Background: an optimization exercise with open tools, aiming at small area, a short achievable clock period and few clock cycles per item. Do not read the settings as production practice. Function was checked by simulation only, so behaviour that the tests miss may differ from the original.

$ cat flow/flow/run.sh
#!/bin/bash
# Standard ORFS layout (the standard.sh, standard synthesis unchanged), with
# timing repair asked to leave more setup slack than the clock needs, so that
# the layout reaches a shorter achieved period, and the port buffers made from
# buf_2 instead of the default clkdlybuf4s50_1. The clock and constraints are
# the design's own (constraint.sdc is not touched); every port still gets a
# buffer.
set -euo pipefail
export BUFFER_PORTS_ARGS="-buffer_cell sky130_fd_sc_hd__buf_2"
bash standard.sh SETUP_SLACK_MARGIN=10.5 finish > run_standard.log 2>&1
$ cat flow/standard.sh
#!/bin/bash
# synth_recipe.tcl (not shown) runs the flow's synth.tcl, then flattens the netlist and writes it again
# the make line also repeats each setting of config.mk as NAME=value (left out here)
make -C /OpenROAD-flow-scripts/flow DESIGN_CONFIG=/design/flow/config.mk WORK_HOME=/design/flow/orfs CLKGATE_MAP_FILE= SYNTH_SCRIPT=/design/flow/synth_recipe.tcl "${@:-finish}"
$ cat flow/config.mk
export PLATFORM = sky130hd
export DESIGN_NAME = cordic_sincos_pipe
export DESIGN_NICKNAME = cordic_sincos_pipe
export VERILOG_FILES = /design/flow/design.v
export SDC_FILE = /design/flow/constraint.sdc
export NUM_CORES = 4
export LEC_CHECK = 0
export ABC_AREA = 1
export CAP_MARGIN = 20
export CORE_MARGIN = 2
export CORE_UTILIZATION = 55
export CTS_BUF_LIST = sky130_fd_sc_hd__clkbuf_4 sky130_fd_sc_hd__clkbuf_8
export PLACE_DENSITY = 0.68
export SLEW_MARGIN = 20
$ cat flow/constraint.sdc
create_clock -name core_clock -period 18.0 [get_ports {clk}]
set_input_delay 3.6000 -clock core_clock [delete_from_list [all_inputs] [get_ports {clk}]]
set_output_delay 3.6000 -clock core_clock [all_outputs]
set_load 0.01 [all_outputs]
$ cat flow/design.v
package cordic_pkg;
    typedef struct packed {
        logic valid;
        logic neg;
        logic err;
    } stage_ctrl_t;
    function automatic longint pi_q(input int unsigned width);
        pi_q = (width == 22) ? 64'sd13176795 : 64'sd0;
    endfunction
    function automatic longint half_pi_q(input int unsigned width);
        half_pi_q = (width == 22) ? 64'sd6588397 : 64'sd0;
    endfunction
    function automatic longint k_q(input int unsigned width);
        k_q = (width == 22) ? 64'sd2547003 : 64'sd0;
    endfunction
    function automatic longint atan_q(input int unsigned i, input int unsigned width);
        longint r;
        case (i)
            0:       r = 64'sd3294199;
            1:       r = 64'sd1944679;
            2:       r = 64'sd1027515;
            3:       r = 64'sd521583;
            4:       r = 64'sd261803;
            5:       r = 64'sd131029;
            6:       r = 64'sd65531;
            7:       r = 64'sd32767;
            8:       r = 64'sd16384;
            9:       r = 64'sd8192;
            10:      r = 64'sd4096;
            11:      r = 64'sd2048;
            12:      r = 64'sd1024;
            13:      r = 64'sd512;
            14:      r = 64'sd256;
            15:      r = 64'sd128;
            16:      r = 64'sd64;
            17:      r = 64'sd32;
            18:      r = 64'sd16;
            19:      r = 64'sd8;
            20:      r = 64'sd4;
            21:      r = 64'sd2;
            22:      r = 64'sd1;
            default: r = 64'sd0;
        endcase
        atan_q = (width == 22) ? r : 64'sd0;
    endfunction
    function automatic int unsigned first_iter(input int unsigned s, input int unsigned iterations,
                                               input int unsigned stages);
        int unsigned base;
        int unsigned rem;
        base = iterations / stages;
        rem  = iterations % stages;
        first_iter = s * base + ((s < rem) ? s : rem);
    endfunction
    function automatic logic [63:0] unpack_mag(input logic [31:0] f, input int unsigned width);
        logic [63:0] m;
        int          rsh;
        m   = 64'({1'b1, f[22:0]}) << 24;
        rsh = 174 - int'(width) - int'(f[30:23]);
        if (f[30:23] == 8'd0 || rsh >= 64) unpack_mag = '0;
        else if (rsh <= 0)                 unpack_mag = m;
        else                               unpack_mag = m >> rsh;
    endfunction
    function automatic logic [31:0] pack_float(input logic [63:0] v, input int unsigned width);
        logic [63:0] mag;
        logic [31:0] f;
        int          p;
        mag = v[63] ? -v : v;
        f   = '0;
        p   = -1;
        for (int i = 0; i < 64; i++) begin
            if (mag[i]) p = i;
        end
        if (p >= 0) begin
            f[31]    = v[63];
            f[30:23] = 8'(p - int'(width) + 127);
            if (p >= 23) f[22:0] = 23'(mag >> (p - 23));
            else         f[22:0] = 23'(mag << (23 - p));
        end
        pack_float = f;
    endfunction
endpackage
module cordic_stage
#(
    parameter int unsigned WIDTH = 22,
    parameter int unsigned LO    = 0,
    parameter int unsigned HI    = 1,
    parameter int unsigned TAG_W = 4
) (
    input  logic                   clk,
    input  logic                   reset,
    input  logic                   advance,
    input  logic [2:0]             in_ctrl,     
    input  logic signed [WIDTH+1:0] in_x,
    input  logic signed [WIDTH+1:0] in_y,
    input  logic signed [WIDTH+1:0] in_z,
    input  logic [TAG_W-1:0]       in_tag,
    output logic [2:0]             out_ctrl,    
    output logic signed [WIDTH+1:0] out_x,
    output logic signed [WIDTH+1:0] out_y,
    output logic signed [WIDTH+1:0] out_z,
    output logic [TAG_W-1:0]       out_tag
);
    localparam int unsigned DW = WIDTH + 2;
    localparam int unsigned NI = HI - LO;
    logic signed [DW-1:0] x_c, y_c, z_c, xs, ys;
    always_comb begin
        x_c = in_x;
        y_c = in_y;
        z_c = in_z;
        xs  = '0;
        ys  = '0;
        for (int i = 0; i < int'(NI); i++) begin
            xs = x_c >>> (int'(LO) + i);
            ys = y_c >>> (int'(LO) + i);
            if (z_c[DW-1]) begin
                x_c = x_c + ys;
                y_c = y_c - xs;
                z_c = z_c + $signed(DW'(cordic_pkg::atan_q(LO + i, WIDTH)));
            end else begin
                x_c = x_c - ys;
                y_c = y_c + xs;
                z_c = z_c - $signed(DW'(cordic_pkg::atan_q(LO + i, WIDTH)));
            end
        end
    end
    always_ff @(posedge clk) begin
        if (reset) begin
            out_ctrl <= '0;
            out_x    <= '0;
            out_y    <= '0;
            out_z    <= '0;
            out_tag  <= '0;
        end else if (advance) begin
            out_ctrl <= in_ctrl;
            out_x    <= x_c;
            out_y    <= y_c;
            out_z    <= z_c;
            out_tag  <= in_tag;
        end
    end
endmodule
module cordic_sincos_pipe
#(
    parameter int unsigned WIDTH      = 22,
    parameter int unsigned ITERATIONS = 16,
    parameter int unsigned STAGES     = 8,
    parameter int unsigned TAG_W      = 4
) (
    input  logic             clk,
    input  logic             reset,
    input  logic             clk_en,
    input  logic             in_valid,
    output logic             in_ready,
    input  logic [31:0]      angle,
    input  logic [TAG_W-1:0] in_tag,
    output logic             out_valid,
    input  logic             out_ready,
    output logic [31:0]      sin_out,
    output logic [31:0]      cos_out,
    output logic             out_err,
    output logic [TAG_W-1:0] out_tag
);
    logic advance;
    assign advance  = clk_en & (~out_valid | out_ready);
    assign in_ready = advance & ~reset;
    logic [7:0]  e_a;
    logic [23:0] mag_a;
    logic        err_a, fold_a, d0_a, neg1_a;
    always_comb begin
        e_a   = angle[30:23];
        mag_a  = (e_a >= 8'd105 && e_a <= 8'd128) ? ({1'b1, angle[22:0]} >> 5'(8'd128 - e_a)) : 24'd0;
        err_a  = (e_a >= 8'd129) || (e_a == 8'd128 && angle[22:0] > 23'h490FDB);    
        fold_a = (e_a == 8'd128) || (e_a == 8'd127 && angle[22:1] > 22'h2487ED);    
        d0_a   = fold_a ? (angle[31] || (e_a == 8'd128 && angle[22:0] == 23'h490FDB))
                        : (!angle[31] || e_a < 8'd105);
        neg1_a = (fold_a == d0_a);
    end
    logic             v_r0, err_r0, neg_r0, d0_r0, s_r0;
    logic [23:0]      mag_r0;
    logic [TAG_W-1:0] tag_r0;
    always_ff @(posedge clk) begin
        if (reset)        v_r0 <= 1'b0;
        else if (advance) v_r0 <= in_valid & in_ready;
        if (advance) begin
            err_r0 <= err_a; neg_r0 <= fold_a; d0_r0 <= d0_a; s_r0 <= neg1_a; mag_r0 <= mag_a ^ {24{neg1_a}}; tag_r0 <= in_tag;
        end
    end
    logic [23:0] k1_s1;
    logic [22:0] z1_s1;
    always_comb begin
        case ({neg_r0, s_r0})
            2'b00:   k1_s1 = -24'sd3294199;
            2'b01:   k1_s1 = 24'd3294200;
            2'b10:   k1_s1 = -24'sd9882596;
            default: k1_s1 = 24'd9882597;
        endcase
    end
    logic [23:0] z1w_s1;
    cs_addsub #(24) u_z1_s1 (.a(mag_r0), .b(k1_s1), .sub(1'b0), .s(z1w_s1));
    assign z1_s1 = z1w_s1[22:0];
    logic [21:0] z2_s1;
    cs_addsub #(22) u_z2_s1 (.a(z1_s1[21:0]), .b(22'd1944679), .sub(!z1_s1[22]), .s(z2_s1));
    logic [20:0] z3_s1;
    cs_addsub #(21) u_z3_s1 (.a(z2_s1[20:0]), .b(21'd1027515), .sub(!z2_s1[21]), .s(z3_s1));
    logic [19:0] z4_s1;
    cs_addsub #(20) u_z4_s1 (.a(z3_s1[19:0]), .b(20'd521583), .sub(!z3_s1[20]), .s(z4_s1));
    logic             v_r1, err_r1, neg_r1;
    logic [TAG_W-1:0] tag_r1;
    logic d0_r1;
    logic d1_r1;
    logic d2_r1;
    logic d3_r1;
    logic [19:0] z_r1;
    always_ff @(posedge clk) begin
        if (reset)        v_r1 <= 1'b0;
        else if (advance) v_r1 <= v_r0;
        if (advance) begin
            err_r1 <= err_r0; neg_r1 <= neg_r0; tag_r1 <= tag_r0;
            d0_r1 <= d0_r0;
            d1_r1 <= !z1_s1[22];
            d2_r1 <= !z2_s1[21];
            d3_r1 <= !z3_s1[20];
            z_r1 <= z4_s1;
        end
    end
    logic [18:0] z5_s2;
    cs_addsub #(19) u_z5_s2 (.a(z_r1[18:0]), .b(19'd261803), .sub(!z_r1[19]), .s(z5_s2));
    logic [17:0] z6_s2;
    cs_addsub #(18) u_z6_s2 (.a(z5_s2[17:0]), .b(18'd131029), .sub(!z5_s2[18]), .s(z6_s2));
    logic             v_r2, err_r2, neg_r2;
    logic [TAG_W-1:0] tag_r2;
    logic d0_r2;
    logic d1_r2;
    logic d2_r2;
    logic d3_r2;
    logic d4_r2;
    logic d5_r2;
    logic [17:0] z_r2;
    always_ff @(posedge clk) begin
        if (reset)        v_r2 <= 1'b0;
        else if (advance) v_r2 <= v_r1;
        if (advance) begin
            err_r2 <= err_r1; neg_r2 <= neg_r1; tag_r2 <= tag_r1;
            d0_r2 <= d0_r1;
            d1_r2 <= d1_r1;
            d2_r2 <= d2_r1;
            d3_r2 <= d3_r1;
            d4_r2 <= !z_r1[19];
            d5_r2 <= !z5_s2[18];
            z_r2 <= z6_s2;
        end
    end
    logic [16:0] z7_s3;
    cs_addsub #(17) u_z7_s3 (.a(z_r2[16:0]), .b(17'd65531), .sub(!z_r2[17]), .s(z7_s3));
    logic [15:0] z8_s3;
    cs_addsub #(16) u_z8_s3 (.a(z7_s3[15:0]), .b(16'd32767), .sub(!z7_s3[16]), .s(z8_s3));
    logic [5:0] dl_s3;
    assign dl_s3 = {d5_r2, d4_r2, d3_r2, d2_r2, d1_r2, d0_r2};
    logic [23:0] x6_s3;
    logic [22:0] y6_s3;
    localparam logic [63:0] T_x6_s3_0 = 64'h53f40bee53f40bee;
    assign x6_s3[0] = T_x6_s3_0[dl_s3];
    localparam logic [63:0] T_x6_s3_1 = 64'h76a259b323ed54e6;
    assign x6_s3[1] = T_x6_s3_1[dl_s3];
    localparam logic [63:0] T_x6_s3_2 = 64'h4afda3e0c9e0ade5;
    assign x6_s3[2] = T_x6_s3_2[dl_s3];
    localparam logic [63:0] T_x6_s3_3 = 64'h89148847e6312834;
    assign x6_s3[3] = T_x6_s3_3[dl_s3];
    localparam logic [63:0] T_x6_s3_4 = 64'hebe63bbdbdfc67f3;
    assign x6_s3[4] = T_x6_s3_4[dl_s3];
    localparam logic [63:0] T_x6_s3_5 = 64'he6325c18181a4c47;
    assign x6_s3[5] = T_x6_s3_5[dl_s3];
    localparam logic [63:0] T_x6_s3_6 = 64'hbd5e92e817497abd;
    assign x6_s3[6] = T_x6_s3_6[dl_s3];
    localparam logic [63:0] T_x6_s3_7 = 64'hb26f0d324cb0f64d;
    assign x6_s3[7] = T_x6_s3_7[dl_s3];
    localparam logic [63:0] T_x6_s3_8 = 64'h9da6c2fdbf4365b9;
    assign x6_s3[8] = T_x6_s3_8[dl_s3];
    localparam logic [63:0] T_x6_s3_9 = 64'h777ffdb7edbffeee;
    assign x6_s3[9] = T_x6_s3_9[dl_s3];
    localparam logic [63:0] T_x6_s3_10 = 64'hb9dc286996143b9d;
    assign x6_s3[10] = T_x6_s3_10[dl_s3];
    localparam logic [63:0] T_x6_s3_11 = 64'hcada788a511e5b53;
    assign x6_s3[11] = T_x6_s3_11[dl_s3];
    localparam logic [63:0] T_x6_s3_12 = 64'hdbc9d79189eb93db;
    assign x6_s3[12] = T_x6_s3_12[dl_s3];
    localparam logic [63:0] T_x6_s3_13 = 64'h961fdca1853bf869;
    assign x6_s3[13] = T_x6_s3_13[dl_s3];
    localparam logic [63:0] T_x6_s3_14 = 64'he88fc54bd2a3f117;
    assign x6_s3[14] = T_x6_s3_14[dl_s3];
    localparam logic [63:0] T_x6_s3_15 = 64'h89dfe5b3cda7fb91;
    assign x6_s3[15] = T_x6_s3_15[dl_s3];
    localparam logic [63:0] T_x6_s3_16 = 64'h7a6a5a12485a565e;
    assign x6_s3[16] = T_x6_s3_16[dl_s3];
    localparam logic [63:0] T_x6_s3_17 = 64'hc1ebf3ebd7cfd783;
    assign x6_s3[17] = T_x6_s3_17[dl_s3];
    localparam logic [63:0] T_x6_s3_18 = 64'hfee6dac2435b677f;
    assign x6_s3[18] = T_x6_s3_18[dl_s3];
    localparam logic [63:0] T_x6_s3_19 = 64'h7642cffbdff3426e;
    assign x6_s3[19] = T_x6_s3_19[dl_s3];
    localparam logic [63:0] T_x6_s3_20 = 64'hcf66ee77ee7766f3;
    assign x6_s3[20] = T_x6_s3_20[dl_s3];
    localparam logic [63:0] T_x6_s3_21 = 64'hf67ef66ff66f7e6f;
    assign x6_s3[21] = T_x6_s3_21[dl_s3];
    localparam logic [63:0] T_x6_s3_22 = 64'h8000800180010001;
    assign x6_s3[22] = T_x6_s3_22[dl_s3];
    localparam logic [63:0] T_x6_s3_23 = 64'h8000800180010001;
    assign x6_s3[23] = T_x6_s3_23[dl_s3];
    localparam logic [63:0] T_y6_s3_0 = 64'haab14e94aab14e94;
    assign y6_s3[0] = T_y6_s3_0[dl_s3];
    localparam logic [63:0] T_y6_s3_1 = 64'hda012b8d9a248f8d;
    assign y6_s3[1] = T_y6_s3_1[dl_s3];
    localparam logic [63:0] T_y6_s3_2 = 64'h1e2f5e275f8e7ba5;
    assign y6_s3[2] = T_y6_s3_2[dl_s3];
    localparam logic [63:0] T_y6_s3_3 = 64'h597d19de84664167;
    assign y6_s3[3] = T_y6_s3_3[dl_s3];
    localparam logic [63:0] T_y6_s3_4 = 64'h8a8c6a2b2ba8ceae;
    assign y6_s3[4] = T_y6_s3_4[dl_s3];
    localparam logic [63:0] T_y6_s3_5 = 64'h8464f1717171d9de;
    assign y6_s3[5] = T_y6_s3_5[dl_s3];
    localparam logic [63:0] T_y6_s3_6 = 64'h2bf834817ed3e02b;
    assign y6_s3[6] = T_y6_s3_6[dl_s3];
    localparam logic [63:0] T_y6_s3_7 = 64'h24ca5b64d925acdb;
    assign y6_s3[7] = T_y6_s3_7[dl_s3];
    localparam logic [63:0] T_y6_s3_8 = 64'h3b0c94ab2ad6cf23;
    assign y6_s3[8] = T_y6_s3_8[dl_s3];
    localparam logic [63:0] T_y6_s3_9 = 64'heeeaab2e8b2aa888;
    assign y6_s3[9] = T_y6_s3_9[dl_s3];
    localparam logic [63:0] T_y6_s3_10 = 64'h23b941c33c7d623b;
    assign y6_s3[10] = T_y6_s3_10[dl_s3];
    localparam logic [63:0] T_y6_s3_11 = 64'h90b0e110f778f2f6;
    assign y6_s3[11] = T_y6_s3_11[dl_s3];
    localparam logic [63:0] T_y6_s3_12 = 64'hb293be37138236b2;
    assign y6_s3[12] = T_y6_s3_12[dl_s3];
    localparam logic [63:0] T_y6_s3_13 = 64'h3c7ab9071f62a1c3;
    assign y6_s3[13] = T_y6_s3_13[dl_s3];
    localparam logic [63:0] T_y6_s3_14 = 64'h811a9fd2b406a77e;
    assign y6_s3[14] = T_y6_s3_14[dl_s3];
    localparam logic [63:0] T_y6_s3_15 = 64'h13ba8f269b0ea237;
    assign y6_s3[15] = T_y6_s3_15[dl_s3];
    localparam logic [63:0] T_y6_s3_16 = 64'he0c0f074d1f0fcf8;
    assign y6_s3[16] = T_y6_s3_16[dl_s3];
    localparam logic [63:0] T_y6_s3_17 = 64'h9782a682be9abe16;
    assign y6_s3[17] = T_y6_s3_17[dl_s3];
    localparam logic [63:0] T_y6_s3_18 = 64'ha88cb094d6f2ceea;
    assign y6_s3[18] = T_y6_s3_18[dl_s3];
    localparam logic [63:0] T_y6_s3_19 = 64'hecd49aa2baa6d4c8;
    assign y6_s3[19] = T_y6_s3_19[dl_s3];
    localparam logic [63:0] T_y6_s3_20 = 64'h9acc88ee88eecca6;
    assign y6_s3[20] = T_y6_s3_20[dl_s3];
    localparam logic [63:0] T_y6_s3_21 = 64'hace8accaaccae8ca;
    assign y6_s3[21] = T_y6_s3_21[dl_s3];
    localparam logic [63:0] T_y6_s3_22 = 64'h1555155715575557;
    assign y6_s3[22] = T_y6_s3_22[dl_s3];
    logic [23:0] x7_s3;
    logic [22:0] y7_s3;
    cs_addsub #(24) u_x7_s3 (.a(x6_s3), .b(24'($signed(y6_s3) >>> 6)), .sub(!z_r2[17]), .s(x7_s3));
    cs_addsub #(23) u_y7_s3 (.a(y6_s3), .b(23'($signed(x6_s3) >>> 6)), .sub(!(!z_r2[17])), .s(y7_s3));
    logic [23:0] x8_s3;
    logic [22:0] y8_s3;
    cs_addsub #(24) u_x8_s3 (.a(x7_s3), .b(24'($signed(y7_s3) >>> 7)), .sub(!z7_s3[16]), .s(x8_s3));
    cs_addsub #(23) u_y8_s3 (.a(y7_s3), .b(23'($signed(x7_s3) >>> 7)), .sub(!(!z7_s3[16])), .s(y8_s3));
    logic             v_r3, err_r3, neg_r3;
    logic [TAG_W-1:0] tag_r3;
    logic [15:0] z_r3;
    logic [23:0] x_r3;
    logic [22:0] y_r3;
    always_ff @(posedge clk) begin
        if (reset)        v_r3 <= 1'b0;
        else if (advance) v_r3 <= v_r2;
        if (advance) begin
            err_r3 <= err_r2; neg_r3 <= neg_r2; tag_r3 <= tag_r2;
            z_r3 <= z8_s3;
            x_r3 <= x8_s3;
            y_r3 <= y8_s3;
        end
    end
    logic [23:0] x9_s4;
    logic [22:0] y9_s4;
    cs_addsub #(24) u_x9_s4 (.a(x_r3), .b(24'($signed(y_r3) >>> 8)), .sub(!z_r3[15]), .s(x9_s4));
    cs_addsub #(23) u_y9_s4 (.a(y_r3), .b(23'($signed(x_r3) >>> 8)), .sub(!(!z_r3[15])), .s(y9_s4));
    logic [23:0] x10_s4;
    logic [22:0] y10_s4;
    cs_addsub #(24) u_x10_s4 (.a(x9_s4), .b(24'($signed(y9_s4) >>> 9)), .sub(z_r3[14]), .s(x10_s4));
    cs_addsub #(23) u_y10_s4 (.a(y9_s4), .b(23'($signed(x9_s4) >>> 9)), .sub(!(z_r3[14])), .s(y10_s4));
    logic [23:0] x11_s4;
    logic [22:0] y11_s4;
    cs_addsub #(24) u_x11_s4 (.a(x10_s4), .b(24'($signed(y10_s4) >>> 10)), .sub(z_r3[13]), .s(x11_s4));
    cs_addsub #(23) u_y11_s4 (.a(y10_s4), .b(23'($signed(x10_s4) >>> 10)), .sub(!(z_r3[13])), .s(y11_s4));
    logic             v_r4, err_r4, neg_r4;
    logic [TAG_W-1:0] tag_r4;
    logic [15:0] z_r4;
    logic [23:0] x_r4;
    logic [22:0] y_r4;
    always_ff @(posedge clk) begin
        if (reset)        v_r4 <= 1'b0;
        else if (advance) v_r4 <= v_r3;
        if (advance) begin
            err_r4 <= err_r3; neg_r4 <= neg_r3; tag_r4 <= tag_r3;
            z_r4 <= z_r3;
            x_r4 <= x11_s4;
            y_r4 <= y11_s4;
        end
    end
    logic [23:0] x12_s5;
    logic [22:0] y12_s5;
    cs_addsub #(24) u_x12_s5 (.a(x_r4), .b(24'($signed(y_r4) >>> 11)), .sub(z_r4[12]), .s(x12_s5));
    cs_addsub #(23) u_y12_s5 (.a(y_r4), .b(23'($signed(x_r4) >>> 11)), .sub(!(z_r4[12])), .s(y12_s5));
    logic [23:0] x13_s5;
    logic [22:0] y13_s5;
    cs_addsub #(24) u_x13_s5 (.a(x12_s5), .b(24'($signed(y12_s5) >>> 12)), .sub(z_r4[11]), .s(x13_s5));
    cs_addsub #(23) u_y13_s5 (.a(y12_s5), .b(23'($signed(x12_s5) >>> 12)), .sub(!(z_r4[11])), .s(y13_s5));
    logic [23:0] x14_s5;
    logic [22:0] y14_s5;
    cs_addsub #(24) u_x14_s5 (.a(x13_s5), .b(24'($signed(y13_s5) >>> 13)), .sub(z_r4[10]), .s(x14_s5));
    cs_addsub #(23) u_y14_s5 (.a(y13_s5), .b(23'($signed(x13_s5) >>> 13)), .sub(!(z_r4[10])), .s(y14_s5));
    logic             v_r5, err_r5, neg_r5;
    logic [TAG_W-1:0] tag_r5;
    logic [15:0] z_r5;
    logic [23:0] x_r5;
    logic [22:0] y_r5;
    always_ff @(posedge clk) begin
        if (reset)        v_r5 <= 1'b0;
        else if (advance) v_r5 <= v_r4;
        if (advance) begin
            err_r5 <= err_r4; neg_r5 <= neg_r4; tag_r5 <= tag_r4;
            z_r5 <= z_r4;
            x_r5 <= x14_s5;
            y_r5 <= y14_s5;
        end
    end
    logic [23:0] x15_s6;
    logic [22:0] y15_s6;
    cs_addsub #(24) u_x15_s6 (.a(x_r5), .b(24'($signed(y_r5) >>> 14)), .sub(z_r5[9]), .s(x15_s6));
    cs_addsub #(23) u_y15_s6 (.a(y_r5), .b(23'($signed(x_r5) >>> 14)), .sub(!(z_r5[9])), .s(y15_s6));
    logic [23:0] x16_s6;
    logic [22:0] y16_s6;
    cs_addsub #(24) u_x16_s6 (.a(x15_s6), .b(24'($signed(y15_s6) >>> 15)), .sub(z_r5[8]), .s(x16_s6));
    cs_addsub #(23) u_y16_s6 (.a(y15_s6), .b(23'($signed(x15_s6) >>> 15)), .sub(!(z_r5[8])), .s(y16_s6));
    logic             v_r6, err_r6, neg_r6;
    logic [TAG_W-1:0] tag_r6;
    logic [15:0] z_r6;
    logic [22:0] ax, ay;
    logic        sx, sy;
    always_comb begin
        ax = x16_s6[23] ? {16'd0, 7'(-x16_s6[6:0])} : 23'(x16_s6);
        ay = y16_s6[22] ? 23'(-y16_s6) : 23'(y16_s6);
        sx = x16_s6[23] ^ neg_r5;
        sy = y16_s6[22] ^ neg_r5;
    end
    function automatic logic [31:0] pack(input logic sgn, input logic [22:0] a);
        logic [31:0] f;
        f = '0;
        for (int p = 0; p < 23; p++) begin
            if (a[p]) begin
                f[31]    = sgn;
                f[30:23] = 8'(p + 105);
                f[22:0]  = 23'(a << (23 - p));
            end
        end
        pack = f;
    endfunction
    logic [22:0] ax_r, ay_r;
    logic        sx_r, sy_r;
    always_ff @(posedge clk) begin
        if (reset)        v_r6 <= 1'b0;
        else if (advance) v_r6 <= v_r5;
        if (advance) begin
            err_r6 <= err_r5; tag_r6 <= tag_r5;
            ax_r <= err_r5 ? 23'd0 : ax;
            ay_r <= err_r5 ? 23'd0 : ay;
            sx_r <= sx; sy_r <= sy;
        end
    end
    assign cos_out = pack(sx_r, ax_r);
    assign sin_out = pack(sy_r, ay_r);
    assign out_valid = v_r6;
    assign out_err   = err_r6;
    assign out_tag   = tag_r6;
endmodule
module cs_addsub #(parameter int unsigned W = 24) (
    input  logic [W-1:0] a,
    input  logic [W-1:0] b,
    input  logic         sub,
    output logic [W-1:0] s
);
    localparam int N  = W + 1;       
    localparam int LG = (N > 32) ? 6 : (N > 16) ? 5 : (N > 8) ? 4 : 3;
    logic [N-1:0] g, p, g0, p0;
    always_comb begin
        g0[0] = sub;
        p0[0] = 1'b0;
        for (int i = 0; i < W; i++) begin
            g0[i+1] = a[i] & (b[i] ^ sub);
            p0[i+1] = a[i] ^ (b[i] ^ sub);
        end
        g = g0;
        p = p0;
        for (int k = 0; k < LG; k++) begin
            for (int i = 0; i < N; i++) begin
                if (((i >> k) & 1) == 1) begin
                    g[i] = g[i] | (p[i] & g[((i >> k) << k) - 1]);
                    p[i] = p[i] & p[((i >> k) << k) - 1];
                end
            end
        end
        for (int i = 0; i < W; i++) s[i] = p0[i+1] ^ g[i];
    end
endmodule
==> results.yml, run 1 <==
synthesis:
  synth_top_area_frac: 0.207
  synth_seq_cells: 325
  synthXorXnorAreaFrac: 0.118
  async_set_or_reset_register_ratio_after_synthesis: 0
  synth_top_cells_by_count: "nand2_1, inv_1, ha_1"
  cell_with_the_most_instances_after_synthesis: "nand2_1"
  post_synth_num_cell_types: 72
  yosys_warnings: 10
  yosys.area_share.adder: 0.204
  main_combinational_cell_family_by_area_after_synthesis: "simple AND/OR/NAND/NOR gates"
  synth-compound-area-share: 0.151
  synth.avg_cell_area_um2: 7.30
  largest_cells_by_area_after_synthesis: "edfxtp_1, ha_1, nand2_1"
  post_synth_mux_area_share: 0.00130
  synth_enable_flop_cells: 318
  synthesis.area_mm2: 0.0462
  synthSimpleGateAreaFrac: 0.218
  synth-seq-area-share: 0.210
  post_synth_inst_count: 6334
  yosys_most_used_dff: "edfxtp_1"
  synth_top_area_cell: "edfxtp_1"
timing:
  finalHoldViolations: 0
  drv_slew: 0
  fmaxAchievable_ghz: 0.131
  fin_skew_ns: 0.0794
  tns_ns: 0
  rsz0062_at_grt: "true"
  setup_viol: 0
  max_slew.worst_pin.slew_ns: 1.35
  postLayoutSetupSlackWorst_ns: 10.37
  min_period_ns: 7.63
  timing.final.crit_share: 0.424
  normalized_max_slew_margin: 0.102
routing:
  wirelength_mm: 153
  final_antenna_net_count: 0
  drt_first_iter_violations: 3619
  first_drt_pass_iteration_count: 8
  via_count: 45700
  drt_drc_violations_left: 0
  avgRoutedWirePerCell_um: 19.4
  avgViaCountPerCell: 5.78
grt:
  grt_start_max_net_pins: 173
  met3_usage: 0.0478
  grt_first_pass_wirelength_mm: 223
  number_of_antenna_violations_at_the_first_check_in_global_routing: 3
  grt_remaining_overflow: 0
  global_route.usage.met1: 0.374
  met2_resource_use_gr: 0.577
  grtUsageTotal: 0.322
  grt_pass1_vias: 42200
  routing_layer_with_the_top_usage_in_global_route: "met2"
critical_path:
  worst_ep_required_time_ns: 18.38
  cp-end-kind: "flop"
  worst_path_largest_cell_delay_ns: 0.45
  critical_path_fanouts_max: 12
  critPathSlowestCell: "edfxtp_1"
  path_common_cell: "nand2_1"
  setup.worst_path.start_class: "flop"
  worst-setup-path-type: "reg2reg"
  crit_arrival_ns: 8.01
floorplan:
  initial_util: 0.554
  die_width_um: 294
  floorplan.rows: 106
  die_area_mm2: 0.0864
  design.core.area_mm2: 0.0834
  ios: 112
  die_h_um: 294
cts:
  tritoncts_num_sinks: 325
  cts.reportedPaths.clkPinSlew_ns: 0.08
  cts-root-buf: "clkbuf_8"
  cts_tree: "built"
  cts_made_buffers: 66
  clock_path_buffers: 3
  clkLatencyLatePin_ns: 0.72
  cts_htree_levels: 3
hold_path:
  worst_hold_path_type: "reg2reg"
final_layout:
  area_growth_pct: 23.0
  post_route_cells_drive_above_1_share: 0.233
  fillers: 6770
  num-nets-final: 7500
  instances_no_fill: 7896
place:
  place.port_buffers: 107
  dp.cells: 7393
  pre_cts_slack_ns: 8.88
  finalWeightedCongestion: 1.05
  detailedPlacementHpwl_mm: 107
outcome:
  status: "timing/DRC/antenna clean"
run:
  maxCapViolCount: 0
## path summary, 6_finish.rpt
kind / from / to / slack [ns] / cells after the start
setup / recovery: z_r4[12]$_DFFE_PP_ / x_r5[10]$_DFFE_PP_ / 10.37 / 50
hold / removal: tag_r5[0]$_DFFE_PP_ / tag_r6[0]$_DFFE_PP_ / 0.36 / 0
setup reg to reg: z_r4[12]$_DFFE_PP_ / x_r5[10]$_DFFE_PP_ / 10.37 / 50
hold reg to reg: tag_r5[0]$_DFFE_PP_ / tag_r6[0]$_DFFE_PP_ / 0.36 / 0
## cells by family after synthesis
family / after synthesis
buffers and inverters: 1192
flip-flops: 325
adder cells (fa/ha/maj): 697
XOR/XNOR: 621
other: 1
AO/OA/AOI/OAI: 1132
AND/OR/NAND/NOR: 2360
multiplexers: 6
## worst max-delay path, delay by kind of cell (launching register included)
kind	cells	cell delay, ns
AND/OR/NAND/NOR	28	2.29
AO/OA/AOI/OAI	10	1.68
adder cells (fa/ha/maj)	3	1.05
buffers and inverters	5	0.99
XOR/XNOR	4	0.83
flip-flops	1	0.45
## stage by stage
step                hold slack (ns)  utilization  area, µm²
floorplan                     0.400            -      46300
global placement              0.401        0.572      47800
detailed placement            0.405        0.572      47800
CTS                           0.363        0.620      51700
global route                  0.380        0.682      56900
finish                        0.356        0.682      56900
## repair_timing
item                       CTS  global route
gates cloned                 7             7
hold buffers                 0             0
resized for setup          305           786
pin swaps                   92           373
setup buffers              138           228
setup endpoints to repair  152           159
## final cells by class
| type | count | area (µm²) | share of cell area |
|---|---|---|---|
| Multi-Input combinational cell | 4822 | 36100 | 0.635 |
| Sequential cell | 325 | 9690 | 0.170 |
| Timing Repair Buffer | 523 | 4300 | 0.0755 |
| Inverter | 1023 | 3960 | 0.0697 |
| Tap cell | 1080 | 1350 | 0.0238 |
| Clock buffer | 86 | 1090 | 0.0192 |
| Clock inverter | 35 | 365 | 0.00643 |
| Timing Repair inverter | 1 | 7.51 | 0.000132 |
| Antenna cell | 1 | 2.50 | 0.0000440 |
## layout by cell type (no fill, tap or decap), types with 36 or more instances in the layout
cell type  Yosys  final
or2_2         64     55
buf_4          7    349
clkbuf_8       0     72
o21ai_1       21     36
ha_1         600    536
a21oi_2        8     70
buf_2          6    106
edfxtp_1     318    318
xor2_1       414    367
xor2_2         2     39
o21ai_0      290    228
a21o_1        49     49
a221oi_1      50     45
fa_1          97     77
nand2_1     1411   1164
nand2_2       39    242
nor3_1        84     65
ha_4           0     55
inv_2         19     76
nor2_2         5     41
nand2_4       17     54
o21ai_2        0     43
inv_1        979    898
o211ai_1      41     41
a21oi_1      372    296
nor2_1       377    327
o22ai_1       44     44
nand3_1      282    261
o221ai_1      63     61
xnor2_1      205    174
## flip-flops by register name, summed over array words and instances (netlist names), 2 cells and up
name,cells
x_r3,24
x_r4,24
x_r5,24
ax_r,23
ay_r,23
mag_r0,23
y_r3,23
y_r4,23
y_r5,23
z_r1,20
z_r2,18
z_r3,8
z_r4,5
tag_r0,4
tag_r1,4
tag_r2,4
tag_r3,4
tag_r4,4
tag_r5,4
tag_r6,4
z_r5,2
## layer usage
layer,vias to the layer above,routed length (µm)
li1,21900,-
met1,21400,57100
met2,1783,76300
met3,586,10200
met4,2,9420
met5,-,12
Testbench counts, summed over its fixed seeds: cycles 32,056, items 32,000.
==> run 2: changes to the inputs <==
--- a/flow/design.v
+++ b/flow/design.v
@@ -199,18 +199,15 @@
     cs_addsub #(24) u_z1_s1 (.a(mag_r0), .b(k1_s1), .sub(1'b0), .s(z1w_s1));
     assign z1_s1 = z1w_s1[22:0];
     logic [21:0] z2_s1;
-    cs_addsub #(22) u_z2_s1 (.a(z1_s1[21:0]), .b(22'd1944679), .sub(!z1_s1[22]), .s(z2_s1));
+    assign z2_s1 = !z1_s1[22] ? 22'(z1_s1[21:0] - 22'd1944679) : 22'(z1_s1[21:0] + 22'd1944679);
     logic [20:0] z3_s1;
-    cs_addsub #(21) u_z3_s1 (.a(z2_s1[20:0]), .b(21'd1027515), .sub(!z2_s1[21]), .s(z3_s1));
-    logic [19:0] z4_s1;
-    cs_addsub #(20) u_z4_s1 (.a(z3_s1[19:0]), .b(20'd521583), .sub(!z3_s1[20]), .s(z4_s1));
+    assign z3_s1 = !z2_s1[21] ? 21'(z2_s1[20:0] - 21'd1027515) : 21'(z2_s1[20:0] + 21'd1027515);
     logic             v_r1, err_r1, neg_r1;
     logic [TAG_W-1:0] tag_r1;
     logic d0_r1;
     logic d1_r1;
     logic d2_r1;
-    logic d3_r1;
-    logic [19:0] z_r1;
+    logic [20:0] z_r1;
     always_ff @(posedge clk) begin
         if (reset)        v_r1 <= 1'b0;
         else if (advance) v_r1 <= v_r0;
@@ -219,14 +216,15 @@
             d0_r1 <= d0_r0;
             d1_r1 <= !z1_s1[22];
             d2_r1 <= !z2_s1[21];
-            d3_r1 <= !z3_s1[20];
-            z_r1 <= z4_s1;
+            z_r1 <= z3_s1;
         end
     end
+    logic [19:0] z4_s2;
+    assign z4_s2 = !z_r1[20] ? 20'(z_r1[19:0] - 20'd521583) : 20'(z_r1[19:0] + 20'd521583);
     logic [18:0] z5_s2;
-    cs_addsub #(19) u_z5_s2 (.a(z_r1[18:0]), .b(19'd261803), .sub(!z_r1[19]), .s(z5_s2));
+    assign z5_s2 = !z4_s2[19] ? 19'(z4_s2[18:0] - 19'd261803) : 19'(z4_s2[18:0] + 19'd261803);
     logic [17:0] z6_s2;
-    cs_addsub #(18) u_z6_s2 (.a(z5_s2[17:0]), .b(18'd131029), .sub(!z5_s2[18]), .s(z6_s2));
+    assign z6_s2 = !z5_s2[18] ? 18'(z5_s2[17:0] - 18'd131029) : 18'(z5_s2[17:0] + 18'd131029);
     logic             v_r2, err_r2, neg_r2;
     logic [TAG_W-1:0] tag_r2;
     logic d0_r2;
@@ -244,16 +242,16 @@
             d0_r2 <= d0_r1;
             d1_r2 <= d1_r1;
             d2_r2 <= d2_r1;
-            d3_r2 <= d3_r1;
-            d4_r2 <= !z_r1[19];
+            d3_r2 <= !z_r1[20];
+            d4_r2 <= !z4_s2[19];
             d5_r2 <= !z5_s2[18];
             z_r2 <= z6_s2;
         end
     end
     logic [16:0] z7_s3;
-    cs_addsub #(17) u_z7_s3 (.a(z_r2[16:0]), .b(17'd65531), .sub(!z_r2[17]), .s(z7_s3));
+    assign z7_s3 = !z_r2[17] ? 17'(z_r2[16:0] - 17'd65531) : 17'(z_r2[16:0] + 17'd65531);
     logic [15:0] z8_s3;
-    cs_addsub #(16) u_z8_s3 (.a(z7_s3[15:0]), .b(16'd32767), .sub(!z7_s3[16]), .s(z8_s3));
+    assign z8_s3 = !z7_s3[16] ? 16'(z7_s3[15:0] - 16'd32767) : 16'(z7_s3[15:0] + 16'd32767);
     logic [5:0] dl_s3;
     assign dl_s3 = {d5_r2, d4_r2, d3_r2, d2_r2, d1_r2, d0_r2};
     logic [23:0] x6_s3;
@@ -431,12 +429,12 @@
     end
     logic [23:0] x15_s6;
     logic [22:0] y15_s6;
-    cs_addsub #(24) u_x15_s6 (.a(x_r5), .b(24'($signed(y_r5) >>> 14)), .sub(z_r5[9]), .s(x15_s6));
-    cs_addsub #(23) u_y15_s6 (.a(y_r5), .b(23'($signed(x_r5) >>> 14)), .sub(!(z_r5[9])), .s(y15_s6));
+    cs_addsub_bk #(24) u_x15_s6 (.a(x_r5), .b(24'($signed(y_r5) >>> 14)), .sub(z_r5[9]), .s(x15_s6));
+    cs_addsub_bk #(23) u_y15_s6 (.a(y_r5), .b(23'($signed(x_r5) >>> 14)), .sub(!(z_r5[9])), .s(y15_s6));
     logic [23:0] x16_s6;
     logic [22:0] y16_s6;
-    cs_addsub #(24) u_x16_s6 (.a(x15_s6), .b(24'($signed(y15_s6) >>> 15)), .sub(z_r5[8]), .s(x16_s6));
-    cs_addsub #(23) u_y16_s6 (.a(y15_s6), .b(23'($signed(x15_s6) >>> 15)), .sub(!(z_r5[8])), .s(y16_s6));
+    cs_addsub_bk #(24) u_x16_s6 (.a(x15_s6), .b(24'($signed(y15_s6) >>> 15)), .sub(z_r5[8]), .s(x16_s6));
+    cs_addsub_bk #(23) u_y16_s6 (.a(y15_s6), .b(23'($signed(x15_s6) >>> 15)), .sub(!(z_r5[8])), .s(y16_s6));
     logic             v_r6, err_r6, neg_r6;
     logic [TAG_W-1:0] tag_r6;
     logic [15:0] z_r6;
@@ -505,5 +503,38 @@
             end
         end
         for (int i = 0; i < W; i++) s[i] = p0[i+1] ^ g[i];
+    end
+endmodule
+module cs_addsub_bk #(parameter int unsigned W = 24) (
+    input  logic [W-1:0] a,
+    input  logic [W-1:0] b,
+    input  logic         sub,
+    output logic [W-1:0] s
+);
+    localparam int N  = W + 1;       
+    localparam int LG = (N > 32) ? 6 : (N > 16) ? 5 : (N > 8) ? 4 : 3;
+    logic [N-1:0] g, p, g0, p0;
+    always_comb begin
+        g0[0] = sub;
+        p0[0] = 1'b0;
+        for (int i = 0; i < W; i++) begin
+            g0[i+1] = a[i] & (b[i] ^ sub);
+            p0[i+1] = a[i] ^ (b[i] ^ sub);
+        end
+        g = g0;
+        p = p0;
+        for (int k = 0; k < LG; k++) begin
+            for (int i = (2 << k) - 1; i < N; i += (2 << k)) begin
+                g[i] = g[i] | (p[i] & g[i - (1 << k)]);
+                p[i] = p[i] & p[i - (1 << k)];
+            end
+        end
+        for (int k = LG - 2; k >= 0; k--) begin
+            for (int i = 3 * (1 << k) - 1; i < N; i += (2 << k)) begin
+                g[i] = g[i] | (p[i] & g[i - (1 << k)]);
+                p[i] = p[i] & p[i - (1 << k)];
+            end
+        end
+        for (int i = 0; i < W; i++) s[i] = p0[i+1] ^ g[i];
     end
 endmodule
==> run 2 against run 1 <==
Synthesized area up 3.8%; clock-buffer cell count decreased by 8; global-route usage down 2.2 points; register-to-register slack improved by 0.34 ns; final cell count rose by 0.18%; sequential share of layout area is 1.3 points higher; hold slack improved by 0.057 ns; wire length decreased by 8.1%; critical endpoint is now in_ready; largest cell class unchanged; highest routed layer unchanged.
==> results.yml, run 2 <==
outcome:
  status: "timing/DRC/antenna clean"
floorplan:
  die_area_mm2: 0.0896
  die_width_um: 299
  floorplan.rows: 108
  ios: 112
  initial_util: 0.554
  die_h_um: 299
  design.core.area_mm2: 0.0866
critical_path:
  worst_ep_required_time_ns: 14.40
  cp-end-kind: "primary output"
  crit_arrival_ns: 3.99
  critPathSlowestCell: "o21ai_4"
  worst-setup-path-type: "in2out"
  cp_cell_sequence: "buf_6, o21ai_4, nor2_2, buf_2"
  worst_path_largest_cell_delay_ns: 0.13
  setup.worst_path.start_class: "input port"
  critical_path_fanouts_max: 2
synthesis:
  synth.avg_cell_area_um2: 7.31
  cell_with_the_most_instances_after_synthesis: "nand2_1"
  synth_top_cells_by_count: "nand2_1, inv_1, ha_1"
  synth-seq-area-share: 0.202
  async_set_or_reset_register_ratio_after_synthesis: 0
  yosys_warnings: 5
  synth_seq_cells: 325
  synth_enable_flop_cells: 318
  yosys_most_used_dff: "edfxtp_1"
  synth_top_area_frac: 0.199
  largest_cells_by_area_after_synthesis: "edfxtp_1, ha_1, nand2_1"
  synth_top_area_cell: "edfxtp_1"
  synthesis.area_mm2: 0.0480
  post_synth_num_cell_types: 79
  post_synth_inst_count: 6565
timing:
  fin_skew_ns: 0.0397
  tns_ns: 0
  finalHoldViolations: 0
  max_slew.worst_pin.slew_ns: 1.01
  timing.final.crit_share: 0.422
  drv_slew: 0
  min_period_ns: 7.59
  normalized_max_slew_margin: 0.323
  setup_viol: 0
  rsz0062_at_grt: "true"
  fmaxAchievable_ghz: 0.132
  postLayoutSetupSlackWorst_ns: 10.41
final_layout:
  post_route_cells_drive_above_1_share: 0.0939
  area_growth_pct: 10.1
  reg.largest.list: "x_r3: 24 flops, x_r4: 24 flops, x_r5: 24 flops"
  final_cell_mix: "nand2_1, inv_1, ha_1, a21oi_1, nor2_1"
  num-nets-final: 7472
  most_common_cell_after_layout_fill_and_taps_aside: "nand2_1"
  fillers: 7992
cts:
  tritoncts_num_sinks: 325
  cts_made_buffers: 67
  cts_tree: "built"
  cts_htree_levels: 3
  cts.reportedPaths.clkPinSlew_ns: 0.05
  cts-root-buf: "clkbuf_8"
  clkLatencyLatePin_ns: 0.74
  clock_path_buffers: 3
grt:
  grt_pass1_vias: 42500
  number_of_antenna_violations_at_the_first_check_in_global_routing: 2
  grt_first_pass_wirelength_mm: 220
  grtUsageTotal: 0.301
  grt_remaining_overflow: 0
  grt_start_max_net_pins: 165
routing:
  avgRoutedWirePerCell_um: 17.8
  final_antenna_net_count: 0
  drt_drc_violations_left: 0
  first_drt_pass_iteration_count: 8
  avgViaCountPerCell: 5.76
  via_count: 45600
  drt_first_iter_violations: 4004
  wirelength_mm: 141
place:
  pre_cts_slack_ns: 9.72
  detailedPlacementHpwl_mm: 109
  finalWeightedCongestion: 1.07
  place.port_buffers: 107
hold_path:
  worst_hold_path_type: "reg2reg"
run:
  maxCapViolCount: 0
## run 2: cell count changes in the layout (fill, tap and decap cells not counted), moves of 50 or more
cell / before / now
a21oi_1: 296 / 473
a21oi_2: 70 / 20
buf_4: 349 / 129
ha_1: 536 / 606
ha_4: 55 / 5
inv_2: 76 / 12
nand2_1: 1164 / 1319
nand2_2: 242 / 61
nor2_1: 327 / 432
o21ai_0: 228 / 304
xor2_1: 367 / 431
## run 2: cells by family after synthesis
| group | synth area share |
|---|---|
| AO/OA/AOI/OAI | 0.172 |
| XOR/XNOR | 0.120 |
| adder cells (fa/ha/maj) | 0.207 |
| buffers and inverters | 0.0920 |
| flip-flops | 0.202 |
| multiplexers | 0.00146 |
| other | 0.0000782 |
| AND/OR/NAND/NOR | 0.206 |
## run 2: worst paths after layout
kind                        from             endpoint  slack (ns)  cells after the start
max                    out_ready             in_ready       10.41                      4
min          tag_r3[1]$_DFFE_PP_  tag_r4[1]$_DFFE_PP_        0.41                      0
max reg2reg   z_r4[12]$_DFFE_PP_   x_r5[16]$_DFFE_PP_       10.71                     48
min reg2reg  tag_r3[1]$_DFFE_PP_  tag_r4[1]$_DFFE_PP_        0.41                      0
## run 2: metal layers
layer	wire length (µm)	part of all wire	vias up	global-route usage
li1	-	-	22500	-
met1	56900	0.40	21000	0.374
met2	67200	0.48	1692	0.512
met3	9770	0.070	445	0.0481
met4	6680	0.048	2	0.138
met5	13	0.000093	-	0
## run 2: final cells by class
type	count	area, µm²	area share
clock inverters	40	399	0.00756
clock buffers	78	1000	0.0190
multi-input cells	5085	34900	0.660
repair inverters	1	5.00	0.0000948
flip-flops and latches	325	9690	0.184
inverters	980	3720	0.0704
well taps	1155	1450	0.0274
diodes	1	2.50	0.0000474
repair buffers	245	1670	0.0315
## run 2: what timing repair did
action,4_1_cts,5_1_grt
gates cloned,0,3
hold buffers,0,0
setup endpoints to repair,57,147
pin swaps,3,72
setup buffers,10,84
endpoints found under the hold margin,0,0
gates resized for setup,21,201
## run 2: critical path, delay by kind of cell
kind	cells	cell delay, ns
AOI/OAI and AO/OA	1	0.13
buffers and inverters	2	0.22
and+or+nand+nor	1	0.04
## run 2: stage by stage
step | hold WS (ns) | cell area (µm²) | util | instances
6_report | 0.414 | 52800 | 0.609 | 7910
5_1_grt | 0.423 | 52800 | 0.609 | 7910
4_1_cts | 0.407 | 51200 | 0.591 | 7822
3_5_place_dp | 0.405 | 49600 | 0.573 | 7694
3_3_place_gp | 0.400 | 49600 | 0.572 | 7694
2_1_floorplan | 0.400 | 48000 | - | 6568
Testbench counts of run 2, summed over its fixed seeds: cycles 32,056, items 32,000.
==> run 3: changes to the inputs <==
--- a/flow/config.mk
+++ b/flow/config.mk
@@ -9,6 +9,6 @@
 export CAP_MARGIN = 20
 export CORE_MARGIN = 2
 export CORE_UTILIZATION = 55
-export CTS_BUF_LIST = sky130_fd_sc_hd__clkbuf_4 sky130_fd_sc_hd__clkbuf_8
+export CTS_BUF_LIST = sky130_fd_sc_hd__clkbuf_4
 export PLACE_DENSITY = 0.68
 export SLEW_MARGIN = 20
==> run 3 against run 2 <==
Critical endpoint unchanged; die area did not move; sequential cell count did not move; global-route usage barely moved; first-iteration DRC count fell by 1.4%; largest cell class unchanged.
==> results.yml, run 3 <==
outcome:
  status: "timing/DRC/antenna clean"
hold_path:
  hp-start: "tag_r4[0]$_DFFE_PP_"
  worst_hold_path_type: "reg2reg"
routing:
  drt_first_iter_violations: 3949
  wirelength_mm: 141
  final_antenna_net_count: 0
  first_drt_pass_iteration_count: 9
  via_count: 45900
  drt_drc_violations_left: 0
  avgRoutedWirePerCell_um: 17.6
  avgViaCountPerCell: 5.74
synthesis:
  yosys_warnings: 5
  post_synth_inst_count: 6565
  yosys_most_used_dff: "edfxtp_1"
  async_set_or_reset_register_ratio_after_synthesis: 0
  synth_top_cells_by_count: "nand2_1, inv_1, ha_1"
  synth_seq_cells: 325
  synthesis.area_mm2: 0.0480
  cell_with_the_most_instances_after_synthesis: "nand2_1"
  largest_cells_by_area_after_synthesis: "edfxtp_1, ha_1, nand2_1"
  synth_top_area_cell: "edfxtp_1"
  synth_top_area_frac: 0.199
  synth-seq-area-share: 0.202
  synth_enable_flop_cells: 318
  synth.avg_cell_area_um2: 7.31
  post_synth_num_cell_types: 79
place:
  dp.cells: 7694
  detailedPlacementHpwl_mm: 109
  finalWeightedCongestion: 1.07
  place.port_buffers: 107
timing:
  finalHoldViolations: 0
  fmaxAchievable_ghz: 0.132
  drv_slew: 0
  tns_ns: 0
  normalized_max_slew_margin: 0.317
  max_slew.worst_pin.slew_ns: 1.02
  rsz0062_at_grt: "true"
  min_period_ns: 7.59
  setup_viol: 0
  fin_skew_ns: 0.0605
  timing.final.crit_share: 0.422
floorplan:
  die_area_mm2: 0.0896
  die_width_um: 299
  ios: 112
  initial_util: 0.554
  design.core.area_mm2: 0.0866
  floorplan.rows: 108
  die_h_um: 299
cts:
  tritoncts_num_sinks: 325
  cts.reportedPaths.clkPinSlew_ns: 0.06
  clock_path_buffers: 3
  cts_tree: "built"
  cts-hold-fix-buffers: 0
  cts_made_buffers: 94
  clkLatencyLatePin_ns: 0.96
  cts-root-buf: "clkbuf_4"
  cts_htree_levels: 3
critical_path:
  cp-end-kind: "primary output"
  critical_path_fanouts_max: 2
  cp_cell_sequence: "buf_6, o21ai_4, nor2_2, buf_2"
  worst_ep_required_time_ns: 14.40
  critPathSlowestCell: "buf_2"
  setup.worst_path.start_class: "input port"
  worst-setup-path-type: "in2out"
  crit-reg2reg-launch: "z_r4[12]$_DFFE_PP_"
  crit_start: "out_ready"
  worst_path_largest_cell_delay_ns: 0.13
  crit_arrival_ns: 3.99
final_layout:
  regArea_mm2: 0.00969
  instances_no_fill: 7984
  fillers: 8057
  final_cell_mix: "nand2_1, inv_1, ha_1, a21oi_1, xor2_1"
  most_common_cell_after_layout_fill_and_taps_aside: "nand2_1"
  area_growth_pct: 10.1
  post_route_cells_drive_above_1_share: 0.105
  num-nets-final: 7519
  multi_input_comb_area_mm2: 0.0349
  reg.largest.list: "x_r3: 24 flops, x_r4: 24 flops, x_r5: 24 flops"
run:
  maxCapViolCount: 0
grt:
  number_of_antenna_violations_at_the_first_check_in_global_routing: 2
  grt_pass1_vias: 42600
  grt_start_max_net_pins: 165
  grtUsageTotal: 0.301
  grt_remaining_overflow: 0
  grt_first_pass_wirelength_mm: 219
-- run 3: layer usage --
layer,GRT usage,up-vias,wire length [µm]
met5,0,-,8
met4,0.137,2,6940
met3,0.0496,473,10200
met2,0.513,1791,66900
met1,0.373,21000,56700
li1,-,22600,-
-- run 3: cells by family (layout without fill, tap and decap cells) --
family | count (synthesis) | count (layout) | synth area share
adders and majority gates | 726 | 726 | 0.207
DFF | 325 | 325 | 0.202
AOI/OAI and AO/OA | 1339 | 1339 | 0.172
other | 1 | 7 | 0.0000782
muxes | 7 | 7 | 0.00146
xor gates and xnor gates | 646 | 646 | 0.120
buffers and inverters | 1158 | 1416 | 0.0920
and+or+nand+nor | 2363 | 2363 | 0.206
-- run 3: area by class of cell --
| class | count | share of cell area |
|---|---|---|
| multi-input combinational | 5085 | 0.661 |
| sequential | 325 | 0.184 |
| inverter | 980 | 0.0711 |
| timing repair buffer | 265 | 0.0345 |
| tap | 1155 | 0.0274 |
| clock buffer | 130 | 0.0185 |
| clock inverter | 40 | 0.00422 |
| antenna | 3 | 0.000142 |
| timing repair inverter | 1 | 0.0000948 |
-- run 3: repair_timing --
item / in CTS / in global routing
pin swaps: 3 / 85
cloned: 0 / 4
setup buffers: 10 / 103
resized for setup: 22 / 218
endpoints found under the setup margin: 60 / 159
-- run 3: through the flow --
stage	hold slack [ns]	setup WS (ns)	utilization	cell area [µm²]
3_3_place_gp	0.400	9.91	0.572	49600
6_report	0.408	10.41	0.609	52800
5_1_grt	0.420	10.31	0.609	52800
4_1_cts	0.409	10.38	0.589	51000
2_1_floorplan	0.400	8.92	-	48000
3_5_place_dp	0.405	9.72	0.573	49600
-- run 3: worst max-delay path, delay by kind of cell --
family	cells	cell delay, ns
AOI/OAI and AO/OA	1	0.12
and+or+nand+nor	1	0.04
buffers and inverters	2	0.23
-- run 3: path summary, 6_finish.rpt --
check,to,slack [ns],cells past startpoint
min reg2reg,tag_r5[0]$_DFFE_PP_,0.41,0
min,tag_r5[0]$_DFFE_PP_,0.41,0
max reg2reg,y_r5[16]$_DFFE_PP_,10.75,51
max,in_ready,10.41,4
==> run 4: changes to the inputs <==
--- a/flow/design.v
+++ b/flow/design.v
@@ -352,12 +352,12 @@
     assign y6_s3[22] = T_y6_s3_22[dl_s3];
     logic [23:0] x7_s3;
     logic [22:0] y7_s3;
-    cs_addsub #(24) u_x7_s3 (.a(x6_s3), .b(24'($signed(y6_s3) >>> 6)), .sub(!z_r2[17]), .s(x7_s3));
-    cs_addsub #(23) u_y7_s3 (.a(y6_s3), .b(23'($signed(x6_s3) >>> 6)), .sub(!(!z_r2[17])), .s(y7_s3));
+    cs_addsub_bk #(24) u_x7_s3 (.a(x6_s3), .b(24'($signed(y6_s3) >>> 6)), .sub(!z_r2[17]), .s(x7_s3));
+    cs_addsub_bk #(23) u_y7_s3 (.a(y6_s3), .b(23'($signed(x6_s3) >>> 6)), .sub(!(!z_r2[17])), .s(y7_s3));
     logic [23:0] x8_s3;
     logic [22:0] y8_s3;
-    cs_addsub #(24) u_x8_s3 (.a(x7_s3), .b(24'($signed(y7_s3) >>> 7)), .sub(!z7_s3[16]), .s(x8_s3));
-    cs_addsub #(23) u_y8_s3 (.a(y7_s3), .b(23'($signed(x7_s3) >>> 7)), .sub(!(!z7_s3[16])), .s(y8_s3));
+    cs_addsub_bk #(24) u_x8_s3 (.a(x7_s3), .b(24'($signed(y7_s3) >>> 7)), .sub(!z7_s3[16]), .s(x8_s3));
+    cs_addsub_bk #(23) u_y8_s3 (.a(y7_s3), .b(23'($signed(x7_s3) >>> 7)), .sub(!(!z7_s3[16])), .s(y8_s3));
     logic             v_r3, err_r3, neg_r3;
     logic [TAG_W-1:0] tag_r3;
     logic [15:0] z_r3;
==> run 4 against run 3 <==
Still clean on timing, DRC and antenna; sequential share of layout area down 0.18 points; clock-buffer cell count decreased by 9; register-to-register slack gained 0.04 ns; worst setup slack got worse by 0.0032 ns; first-iteration DRC count is 0.46% higher; hold slack got worse by 0.017 ns; critical endpoint unchanged.
==> results.yml, run 4 <==
synthesis:
  synth_top_area_cell: "edfxtp_1"
  yosys_most_used_dff: "edfxtp_1"
  post_synth_num_cell_types: 81
  largest_cells_by_area_after_synthesis: "edfxtp_1, ha_1, nand2_1"
  cell_with_the_most_instances_after_synthesis: "nand2_1"
  synth_top_area_frac: 0.199
  synth_top_cells_by_count: "nand2_1, inv_1, ha_1"
  synthesis.area_mm2: 0.0480
  yosys_warnings: 5
  synth.avg_cell_area_um2: 7.45
  synth_seq_cells: 325
  post_synth_inst_count: 6438
  synth_enable_flop_cells: 318
  async_set_or_reset_register_ratio_after_synthesis: 0
  synth-seq-area-share: 0.202
grt:
  grt_start_max_net_pins: 183
  number_of_antenna_violations_at_the_first_check_in_global_routing: 4
  grtUsageTotal: 0.317
  grt_pass1_vias: 42600
  grt_remaining_overflow: 0
  grt_first_pass_wirelength_mm: 228
final_layout:
  most_common_cell_after_layout_fill_and_taps_aside: "nand2_1"
  instances_no_fill: 7894
  reg.largest.list: "x_r3: 24 flops, x_r4: 24 flops, x_r5: 24 flops"
  final_core_utilization: 0.615
  area_growth_pct: 11.1
  post_route_cells_drive_above_1_share: 0.125
  regArea_mm2: 0.00969
  num-nets-final: 7438
  multi_input_comb_area_mm2: 0.0349
  fillers: 8038
  final_cell_mix: "nand2_1, inv_1, ha_1, a21oi_1, xor2_1"
timing:
  finalHoldViolations: 0
  setup_viol: 0
  max_slew.worst_pin.slew_ns: 1.14
  timing.final.crit_share: 0.422
  rsz0062_at_grt: "true"
  fmaxAchievable_ghz: 0.132
  min_period_ns: 7.59
  tns_ns: 0
  normalized_max_slew_margin: 0.242
  fin_skew_ns: 0.0960
  drv_slew: 0
critical_path:
  crit-reg2reg-launch: "z_r4[12]$_DFFE_PP_"
  rr_worst_depth: 47
  r2r_end: "y_r5[16]$_DFFE_PP_"
  worst_ep_required_time_ns: 14.40
  crit_start: "out_ready"
  critical_path_fanouts_max: 2
  r2r_setup_slack_ns: 10.79
  worst-setup-path-type: "in2out"
  cp-end-kind: "primary output"
  crit_arrival_ns: 3.99
  endpoint: "in_ready"
  setup.worst_path.start_class: "input port"
cts:
  clkLatencyLatePin_ns: 0.96
  cts_tree: "built"
  cts.reportedPaths.clkPinSlew_ns: 0.06
  cts-root-buf: "clkbuf_4"
  cts_made_buffers: 94
  clock_path_buffers: 3
  tritoncts_num_sinks: 325
  cts_htree_levels: 3
routing:
  avgRoutedWirePerCell_um: 18.8
  final_antenna_net_count: 0
  wirelength_mm: 149
  drt_first_iter_violations: 3967
  via_count: 45500
  avgViaCountPerCell: 5.77
  drt_drc_violations_left: 0
  first_drt_pass_iteration_count: 7
floorplan:
  floorplan.rows: 108
  die_width_um: 299
  design.core.area_mm2: 0.0866
  ios: 112
  die_area_mm2: 0.0896
  die_h_um: 299
  initial_util: 0.554
place:
  dp.cells: 7569
  finalWeightedCongestion: 1.06
  detailedPlacementHpwl_mm: 114
  place.port_buffers: 107
hold_path:
  min_delay_path_depth: 0
  worst_hold_path_type: "reg2reg"
run:
  maxCapViolCount: 0
outcome:
  status: "timing/DRC/antenna clean"
[run 4: kinds of logic after synthesis]
kind of cell / synth area share
compound gates: 0.166
xor+xnor: 0.118
fa+ha+maj: 0.214
buf+inv: 0.0932
flops: 0.202
mux: 0.00188
other cells: 0.0000781
simple gates: 0.205
[run 4: critical path, cell delays in order]
cell     delay, ns
buf_6         0.09
o21ai_4       0.12
nor2_1        0.05
buf_2         0.13
[run 4: metrics by stage]
step,worst slack [ns],cell area (µm²),hold slack [ns]
global placement,9.78,49500,0.401
global route,10.33,53300,0.406
CTS,10.32,51300,0.401
detailed placement,9.68,49500,0.405
floorplan,8.92,48000,0.400
finish,10.41,53300,0.391
[run 4: cell type report]
| type | instances | area share |
|---|---|---|
| Clock buffer | 121 | 0.0170 |
| Sequential cell | 325 | 0.182 |
| Antenna cell | 3 | 0.000141 |
| Clock inverter | 51 | 0.00868 |
| Inverter | 980 | 0.0703 |
| Timing Repair Buffer | 299 | 0.0399 |
| Tap cell | 1155 | 0.0271 |
| Multi-Input combinational cell | 4960 | 0.655 |
[run 4: per-layer routing]
layer | routed length, µm | GRT usage
met5 | 13 | 0
met4 | 5660 | 0.118
met3 | 10000 | 0.0486
met2 | 71000 | 0.540
met1 | 61900 | 0.405
[run 4: worst min path at each step]
stage                        startpoint                   to  slack (ns)
global route        tag_r2[3]$_DFFE_PP_  tag_r3[3]$_DFFE_PP_        0.41
detailed placement     err_r2$_DFFE_PP_     err_r3$_DFFE_PP_        0.40
global placement    tag_r0[3]$_DFFE_PP_  tag_r1[3]$_DFFE_PP_        0.40
CTS                 tag_r2[3]$_DFFE_PP_  tag_r3[3]$_DFFE_PP_        0.40
finish              tag_r2[3]$_DFFE_PP_  tag_r3[3]$_DFFE_PP_        0.39
floorplan               d0_r0$_DFFE_PP_      d0_r1$_DFFE_PP_        0.40
[run 4: repair_timing]
item,4_1_cts,5_1_grt
cloned,0,4
endpoints found under the setup margin,63,145
setup buffers,15,131
gates resized for setup,50,227
pin swaps,7,100
hold buffers,0,0
Testbench counts of run 4, summed over its fixed seeds: cycles 32,056, items 32,000.

==> static timing again, ports no longer ideal <==
No port has a modelled driver above. Below, the same layouts with a new extraction and two added sets of constraints.
Step 1 assumes that a clkbuf_16 drives the clock port and a buf_2 every other input.
Step 2 also shifts input and output timing later by t, the mid clock arrival at the registers, as if the neighbouring blocks saw the same clock.
Three values: no drivers, after step 1, after step 2; two values: the first two.
run	t, ns	setup WS [ns]	pins driven straight from the clock port
run 1	0.748	10.372 / 10.349 / 10.349	1
run 2	0.795	10.412 / 10.375 / 10.375	1
run 3	0.997	10.412 / 10.374 / 10.374	1
run 4	0.973	10.409 / 10.373 / 10.373	1
After both steps setup and hold are still met in every run listed. The setup slack of run 3, which loses most, moves by -0.038 ns with the drivers and by -0.038 ns with both steps.
